Source: an optimization exercise on an open RTL-to-GDS flow (aim: small area, a short achievable clock period and few clock cycles per item). Production flows keep margins and buffers that such runs may drop.
Only simulation tests tie the RTL to the original design; equivalence was not proved.

--- design/flow/design.v ---
`default_nettype none
module sbc_div_cell (
    input  wire          clk,
    input  wire          rst_n,
    input  wire          en,
    input  wire          vld_in,
    input  wire  [74:0]  lx_in,
    input  wire  [74:0]  ly_in,
    input  wire  [104:0] side_in,
    output logic         vld_out,
    output logic [74:0]  lx_out,
    output logic [74:0]  ly_out,
    output logic [104:0] side_out
);
    logic         vld_reg;
    logic [74:0]  lx_reg, lx_next, ly_reg, ly_next;
    logic [104:0] side_reg;
    sbc_div_step u_sx (.l(lx_in), .o(lx_next));
    sbc_div_step u_sy (.l(ly_in), .o(ly_next));
    always_ff @(posedge clk or negedge rst_n)
    begin
        if (!rst_n)
            vld_reg <= 1'b0;
        else if (en)
            vld_reg <= vld_in;
    end
    always_ff @(posedge clk)
    begin
        if (en)
        begin
            lx_reg   <= lx_next;
            ly_reg   <= ly_next;
            side_reg <= side_in;
        end
    end
    assign vld_out  = vld_reg;
    assign lx_out   = lx_reg;
    assign ly_out   = ly_reg;
    assign side_out = side_reg;
endmodule
module sbc_div_step (
    input  wire  [74:0] l,
    output logic [74:0] o
);
    logic [24:0] rem, dvs, rem_n;
    logic [23:0] quo, quo_n;
    logic [25:0] r2;
    assign rem = l[74:50];
    assign dvs = l[49:25];
    assign quo = l[24:1];
    always_comb
    begin
        r2 = {rem, 1'b0};
        if (r2 >= {1'b0, dvs})
        begin
            rem_n = 25'(r2 - {1'b0, dvs});
            quo_n = {quo[22:0], 1'b1};
        end
        else
        begin
            rem_n = r2[24:0];
            quo_n = {quo[22:0], 1'b0};
        end
    end
    assign o = {rem_n, dvs, quo_n, l[0]};
endmodule
`default_nettype wire
`default_nettype none
module swept_box_collision_response_unit (
    input  wire         clk,
    input  wire         rst_n,
    input  wire         psel,
    input  wire         penable,
    input  wire         pwrite,
    input  wire  [2:0]  paddr,
    input  wire  [31:0] pwdata,
    output logic [31:0] prdata,
    output logic        pready,
    input  wire         in_valid,
    output logic        in_ready,
    input  wire  signed [23:0] own_left,
    input  wire  signed [23:0] own_top,
    input  wire  [22:0] own_width,
    input  wire  [22:0] own_height,
    input  wire  signed [23:0] own_speed_x,
    input  wire  signed [23:0] own_speed_y,
    input  wire  signed [23:0] other_left,
    input  wire  signed [23:0] other_top,
    input  wire  [22:0] other_width,
    input  wire  [22:0] other_height,
    input  wire  signed [23:0] other_speed_x,
    input  wire  signed [23:0] other_speed_y,
    output logic        out_valid,
    input  wire         out_ready,
    output logic signed [23:0] new_left,
    output logic signed [23:0] new_top,
    output logic        overlapped,
    output logic [3:0]  contact_flags
);
    localparam logic        REG_TICK   = 1'b0;
    localparam logic [23:0] TICK_RESET = 24'd65536;
    localparam logic [23:0] TIME_MAX   = 24'hFFFFFF;
    logic [23:0] tick_reg;
    assign pready = 1'b1;
    always_ff @(posedge clk or negedge rst_n)
    begin
        if (!rst_n)
            tick_reg <= TICK_RESET;
        else if (psel && penable && pwrite && paddr[2] == REG_TICK)
            tick_reg <= pwdata[23:0];
    end
    assign prdata = (paddr[2] == REG_TICK) ? {8'd0, tick_reg} : 32'd0;
    logic en;
    assign en       = !out_valid || out_ready;
    assign in_ready = en;
    logic signed [24:0] ol_x, or_x, xr_x, ot_y, ob_y, xb_y, il, ir, it, ib;
    logic signed [25:0] iw, ih;
    logic signed [24:0] dvx, dvy;
    logic [24:0] adx, ady;
    logic hit;
    logic [1:0] flag_x, flag_y;
    logic [104:0] side0;
    logic [74:0]  lx0, ly0;
    always_comb
    begin
        ol_x = 25'(own_left);
        or_x = 25'(own_left) + $signed({2'b00, own_width});
        xr_x = 25'(other_left) + $signed({2'b00, other_width});
        ot_y = 25'(own_top);
        ob_y = 25'(own_top) + $signed({2'b00, own_height});
        xb_y = 25'(other_top) + $signed({2'b00, other_height});
        il   = (ol_x > 25'(other_left)) ? ol_x : 25'(other_left);
        ir   = (or_x < xr_x) ? or_x : xr_x;
        it   = (ot_y > 25'(other_top)) ? ot_y : 25'(other_top);
        ib   = (ob_y < xb_y) ? ob_y : xb_y;
        iw   = 26'(ir) - 26'(il);
        ih   = 26'(ib) - 26'(it);
        hit  = (iw > 26'sd0) && (ih > 26'sd0);
        dvx  = 25'(own_speed_x) - 25'(other_speed_x);
        dvy  = 25'(own_speed_y) - 25'(other_speed_y);
        adx  = dvx[24] ? 25'(-dvx) : 25'(dvx);
        ady  = dvy[24] ? 25'(-dvy) : 25'(dvy);
        flag_x = {(il != 25'(other_left)) && (ir == xr_x),
                  (il == 25'(other_left))};
        flag_y = {(it != 25'(other_top)) && (ib == xb_y),
                  (it == 25'(other_top))};
        side0  = {own_left, own_top, dvx, dvy, hit,
                  (dvx != 25'd0), (dvy != 25'd0), flag_x, flag_y};
        lx0 = {(hit ? iw[24:0] : 25'd0), adx, 24'd0,
               hit && (iw[24:0] >= adx)};
        ly0 = {(hit ? ih[24:0] : 25'd0), ady, 24'd0,
               hit && (ih[24:0] >= ady)};
    end
    logic         v0_reg;
    logic [74:0]  lx0_reg, ly0_reg;
    logic [104:0] s0_reg;
    always_ff @(posedge clk or negedge rst_n)
    begin
        if (!rst_n)
            v0_reg <= 1'b0;
        else if (en)
            v0_reg <= in_valid;
    end
    always_ff @(posedge clk)
    begin
        if (en)
        begin
            lx0_reg <= lx0;
            ly0_reg <= ly0;
            s0_reg  <= side0;
        end
    end
    logic         cv [0:24];
    logic [74:0]  cx [0:24];
    logic [74:0]  cy [0:24];
    logic [104:0] cs [0:24];
    assign cv[0] = v0_reg;
    assign cx[0] = lx0_reg;
    assign cy[0] = ly0_reg;
    assign cs[0] = s0_reg;
    for (genvar g = 0; g < 24; g++)
    begin : g_cell
        sbc_div_cell u_cell (
            .clk      (clk),
            .rst_n    (rst_n),
            .en       (en),
            .vld_in   (cv[g]),
            .lx_in    (cx[g]),
            .ly_in    (cy[g]),
            .side_in  (cs[g]),
            .vld_out  (cv[g+1]),
            .lx_out   (cx[g+1]),
            .ly_out   (cy[g+1]),
            .side_out (cs[g+1])
        );
    end
    logic [104:0] se;
    logic [23:0]  tx, ty, dt, dt_cl;
    logic [3:0]   fl;
    logic         se_hit, se_move_x, se_move_y;
    assign se        = cs[24];
    assign se_hit    = se[6];
    assign se_move_x = se[5];
    assign se_move_y = se[4];
    always_comb
    begin
        tx = cx[24][0] ? TIME_MAX : cx[24][24:1];
        ty = cy[24][0] ? TIME_MAX : cy[24][24:1];
        dt = '0;
        fl = 4'd0;
        if (se_hit)
        begin
            if (se_move_x && (!se_move_y || tx <= ty))
            begin
                dt = tx;
                fl = {se[3:2], 2'b00};
            end
            else if (se_move_y)
            begin
                dt = ty;
                fl = {2'b00, se[1:0]};
            end
        end
        dt_cl = (dt > tick_reg) ? tick_reg : dt;
    end
    logic         v1_reg;
    logic [23:0]  dt_reg;
    logic [3:0]   fl1_reg;
    logic [104:0] s1_reg;
    always_ff @(posedge clk or negedge rst_n)
    begin
        if (!rst_n)
            v1_reg <= 1'b0;
        else if (en)
            v1_reg <= cv[24];
    end
    always_ff @(posedge clk)
    begin
        if (en)
        begin
            dt_reg  <= dt_cl;
            fl1_reg <= fl;
            s1_reg  <= se;
        end
    end
    logic signed [49:0] px_next, py_next, px_reg, py_reg;
    logic signed [24:0] s1_dvx, s1_dvy;
    logic        v2_reg;
    logic [3:0]  fl2_reg;
    logic [104:0] s2_reg;
    assign s1_dvx  = s1_reg[56:32];
    assign s1_dvy  = s1_reg[31:7];
    assign px_next = 50'($signed({1'b0, dt_reg})) * 50'(s1_dvx);
    assign py_next = 50'($signed({1'b0, dt_reg})) * 50'(s1_dvy);
    always_ff @(posedge clk or negedge rst_n)
    begin
        if (!rst_n)
            v2_reg <= 1'b0;
        else if (en)
            v2_reg <= v1_reg;
    end
    always_ff @(posedge clk)
    begin
        if (en)
        begin
            px_reg  <= px_next;
            py_reg  <= py_next;
            fl2_reg <= fl1_reg;
            s2_reg  <= s1_reg;
        end
    end
    logic [23:0] nl_next, nt_next;
    sbc_push u_push_l (.c(s2_reg[104:81]), .p(px_reg), .r(nl_next));
    sbc_push u_push_t (.c(s2_reg[80:57]),  .p(py_reg), .r(nt_next));
    logic        vo_reg;
    logic [23:0] nl_reg, nt_reg;
    logic        hit_reg;
    logic [3:0]  fo_reg;
    always_ff @(posedge clk or negedge rst_n)
    begin
        if (!rst_n)
            vo_reg <= 1'b0;
        else if (en)
            vo_reg <= v2_reg;
    end
    always_ff @(posedge clk)
    begin
        if (en)
        begin
            nl_reg  <= nl_next;
            nt_reg  <= nt_next;
            hit_reg <= s2_reg[6];
            fo_reg  <= fl2_reg;
        end
    end
    assign out_valid     = vo_reg;
    assign new_left      = nl_reg;
    assign new_top       = nt_reg;
    assign overlapped    = hit_reg;
    assign contact_flags = fo_reg;
endmodule
module sbc_push (
    input  wire  signed [23:0] c,
    input  wire  signed [49:0] p,
    output logic        [23:0] r
);
    logic signed [25:0] d;
    logic signed [26:0] n;
    always_comb
    begin
        d = 26'(p >>> 24);
        n = 27'(c) - 27'(d);
        if (n < -27'sd8388608)
            r = 24'h800000;
        else if (n > 27'sd8388607)
            r = 24'h7FFFFF;
        else
            r = n[23:0];
    end
endmodule
`default_nettype wire
--- design/flow/run.sh ---
#!/bin/bash
# synth_recipe.tcl (not shown) runs the flow's synth.tcl, then flattens the netlist and writes it again
# the make line also repeats each setting of config.mk as NAME=value (left out here)
make -C /OpenROAD-flow-scripts/flow DESIGN_CONFIG=/design/flow/config.mk WORK_HOME=/design/flow/orfs CLKGATE_MAP_FILE= SYNTH_SCRIPT=/design/flow/synth_recipe.tcl finish
--- design/flow/config.mk ---
export PLATFORM = sky130hd
export DESIGN_NAME = swept_box_collision_response_unit
export DESIGN_NICKNAME = swept_box_collision_response_unit
export VERILOG_FILES = /design/flow/design.v
export SDC_FILE = /design/flow/constraint.sdc
export NUM_CORES = 4
export LEC_CHECK = 0
export CAP_MARGIN = 20
export CORE_MARGIN = 2
export CORE_UTILIZATION = 40
export SLEW_MARGIN = 20
--- design/flow/constraint.sdc ---
create_clock -name core_clock -period 10.0 [get_ports {clk}]
set_input_delay 2.0000 -clock core_clock [delete_from_list [all_inputs] [get_ports {clk}]]
set_output_delay 2.0000 -clock core_clock [all_outputs]
set_load 0.01 [all_outputs]
==> results.py <==
metrics = {
    "clock_network": {
        "cts_tree": "yes",
        "cts.root.buffer_cell": "clkbuf_16",
        "clock_sinks": 5964,
        "clkTransAtPathRegs_ns": 0.06,
        "clock_latency_ns": 1.10,
        "cts.path.max_buffers": 4,
        "numCtsBuffers": 624,
        "ctsHoldBuffers": 0,
        "h-tree-depth": 6,
    },
    "routing": {
        "wire_per_inst_um": 19.5,
        "drt_first_pass_iters": 6,
        "drtAntennaViolNets": 0,
        "vias": 179422,
        "viasPerCell": 5.02,
        "wl_um": 698000,
        "drt-initial-drc-count": 12545,
        "drc_errors": 0,
    },
    "cells_and_area": {
        "drive_above_1_share": 0.107,
        "syn_to_final_growth_pct": 14.3,
        "fin_cells": 35713,
        "fin_nets": 28413,
        "largest_register_ffs": 2511,
        "design_area_um2": 351000,
    },
    "synth": {
        "synth-seq-area-share": 0.581,
        "synth_cells": 23476,
        "synth_xor_area_frac": 0.0354,
        "synth_area_um2": 308000,
        "yosys_warnings": 12,
        "synthFlopType": "edfxtp_1",
        "synthAdderAreaFrac": 0.152,
        "synth_top_cell_by_area": "edfxtp_1",
        "async_flop_share": 0.00872,
        "synth-compound-area-share": 0.0785,
        "synthMuxAreaShare": 0.0296,
        "synthSimpleGateAreaFrac": 0.0807,
        "yosys-top-cells-area": "edfxtp_1 58%, ha_1 8.3%, fa_1 6.9%",
        "syn_area_per_cell_um2": 13.1,
        "yosys.cell_types.count": 103,
        "netlist.area_leader.share": 0.577,
        "synth-edff-count": 5912,
        "synth_top_family_by_area": "adder cells",
        "ys_ff_latch": 5964,
    },
    "worst_setup_path": {
        "crit_top_cell": "buf_4",
        "cp_data_arrival_time_ns": 10.43,
        "worstSetupEndpointType": "flop",
        "critical_path_buf_inv_count": 9,
        "path_class": "input port to flop",
        "worst_ep_required_time_ns": 10.77,
        "cpPeakStageDelay_ns": 0.44,
        "start_kind": "input port",
        "reg2reg_slack_ns": 1.15,
        "cp_top_family": "compound AO/OA/AOI/OAI gates",
        "cp_max_fo": 25,
        "cp_slowest_cell": "clkdlybuf4s50_1",
    },
    "sta": {
        "timing.final.ws_setup_ns": 0.334,
        "fmax_mhz": 103,
        "worst_pin_slew_ns": 1.17,
        "drv_slew": 0,
        "relSlewSlack": 0.217,
        "hold_viol": 0,
        "final-setup-viol-count": 0,
        "finalClockSkew_ns": 0.0833,
        "min_period_over_period": 0.967,
        "finalCriticalPeriod_ns": 9.67,
        "rsz0062_at_grt": "no",
    },
    "global_routing": {
        "grt_pass1_wl_um": 1080000,
        "grt_pass1_vias": 181503,
        "grt_max_degree": 206,
        "grt_usage": 0.177,
        "grt-ovfl-total": 0,
        "antenna_found_initial": 65,
    },
    "place": {
        "hpwl_um": 537000,
        "finalWeightedCongestion": 0.914,
        "pre_cts_ws_ns": -1.60,
        "dp_cells": 34550,
        "place_area_um2": 330000,
        "io_buffers": 394,
    },
    "floorplanning": {
        "dieArea_um2": 776000,
        "core_um2": 767000,
        "die_x_um": 881,
        "start_util": 0.401,
        "pin_count": 414,
        "placementRows": 322,
        "die-height_um": 881,
    },
    "run": {
        "cap_viol_max_count": 0,
    },
    "outcome": {
        "outcome": "no timing/DRC/antenna violations",
    },
    "min_path": {
        "hp-class": "flop to flop",
    },
}
[layout make-up]
type	count	area, um2
Tap cell	10206	12800
Multi-Input combinational cell	14109	116000
Inverter	2941	11000
Sequential cell	5964	179000
Antenna cell	12	30.0
Clock buffer	739	16100
Fill cell	68102	416000
Clock inverter	405	4430
Timing Repair Buffer	1337	11800
[layout by cell type, fill, tap and decap left out, drive strengths merged, types with 94 or more instances in the layout]
| cell | n |
|---|---|
| a211oi | 120 |
| a21boi | 94 |
| a21o | 457 |
| a21oi | 1171 |
| a31oi | 106 |
| and2 | 522 |
| and3 | 106 |
| buf | 944 |
| clkbuf | 739 |
| clkdlybuf4s50 | 393 |
| clkinv | 303 |
| edfxtp | 5912 |
| fa | 1060 |
| ha | 2050 |
| inv | 2970 |
| mux2 | 688 |
| mux2i | 137 |
| nand2 | 1628 |
| nand2b | 279 |
| nand3 | 245 |
| nand4 | 229 |
| nor2 | 1062 |
| nor2b | 245 |
| nor3 | 331 |
| nor4 | 97 |
| o21a | 205 |
| o21ai | 930 |
| o21bai | 102 |
| or3 | 112 |
| xnor2 | 777 |
| xor2 | 460 |
[worst paths after layout]
check                                                        start                                      end  cells after the start
hold / removal             g_cell[4].u_cell.side_reg[82]$_DFFE_PP_  g_cell[5].u_cell.side_reg[82]$_DFFE_PP_                      0
setup / recovery                                        own_top[0]                     ly0_reg[0]$_DFFE_PP_                     40
hold reg to reg            g_cell[4].u_cell.side_reg[82]$_DFFE_PP_  g_cell[5].u_cell.side_reg[82]$_DFFE_PP_                      0
min in group asynchronous                                    rst_n    g_cell[22].u_cell.vld_reg$_DFFE_PN0P_                      1
setup reg to reg                               dt_reg[7]$_DFFE_PP_                     py_reg[47]$_DFFE_PP_                     28
max in group asynchronous                                    rst_n                 tick_reg[21]$_DFFE_PN0P_                      1
[per-layer routing]
layer  GRT usage  share of wire  wire [um]  up-vias
li1            -              -          -    86798
met4      0.0547          0.034      23600       16
met5           0        0.00014         95        -
met2       0.294           0.47     328000     3715
met3      0.0228          0.045      31200     1087
met1       0.244           0.45     315000    87806
[logic make-up after synthesis]
kind of cell / after synthesis
flops: 5964
simple gates: 5097
compound gates: 3827
buf+inv: 3410
fa+ha+maj: 3112
xor+xnor: 1239
mux: 825
other cells: 2
[per-stage QoR]
step                      hold WS [ns]  setup TNS [ns]  utilization
after floorplan                  0.400               -            -
after global placement           0.400          -68.02        0.431
after detailed placement         0.405          -67.66        0.431
after CTS                        0.378               0        0.457
after global routing             0.384               0        0.458
final                            0.386               0        0.458
[cells in the mapped netlist, types with 31 or more instances]
cell and instances:
nor4_1 95, o211ai_1 59, nor3_1 330, xnor2_1 776, and2_1 522, a21boi_0 84
xor2_1 460, or2_2 69, a21oi_1 1170, edfxtp_1 5912, a31oi_1 105, a211oi_1 119
nand4_1 229, a21o_1 457, nor2_1 1061, and3_1 106, nor3b_1 39, o21bai_1 102
a2111oi_0 35, o21ai_1 32, clkbuf_1 407, o21ai_0 895, a311oi_1 32, nand2_1 1628
and4_1 31, fa_1 1060, nand2b_1 279, o22ai_1 34, inv_1 2938, o31ai_1 81
dfrtp_1 51, nand3_1 245, mux2i_1 137, or3_1 112, a22o_1 35, ha_1 2050
a211o_1 39, o31a_1 34, mux2_2 688, o21a_1 205, nor2b_1 245
[timing repair]
item	4_1_cts	5_1_grt
pin swaps	2	8
resized for setup	12	38
setup endpoints to repair	29	37
setup buffers	1	1
Testbench counts, summed over its fixed seeds: cycles 9,824, items 9,600.

-- re-timing with driven ports --
The flow's constraints put no driver on any port. The routed layout listed below was extracted and timed again, unchanged, in two steps. Step 1 (the two cells are an assumption about what drives the block):
set clk [get_ports {clk}]
set_driving_cell -lib_cell sky130_fd_sc_hd__clkbuf_16 $clk
set_driving_cell -lib_cell sky130_fd_sc_hd__buf_2 [delete_from_list [all_inputs] $clk]
Step 2 times the ports against the registers' clock, not the clock port: input delays grow and output delays shrink by t, the midpoint of the rising clock arrivals with the driver on. Slacks: ideal ports / drivers / drivers and shift; pairs: ideal ports / drivers.
shift t [ns]: 1.201
setup slack, ns: 0.334 / 0.453 / -0.748
slew at the worst register clock pin (ns): 0.07 / 0.07
Met with ideal ports but missed after step 2: setup timing in this run. The setup slack of this run moves by +0.119 ns with the drivers and by -1.082 ns with both steps.
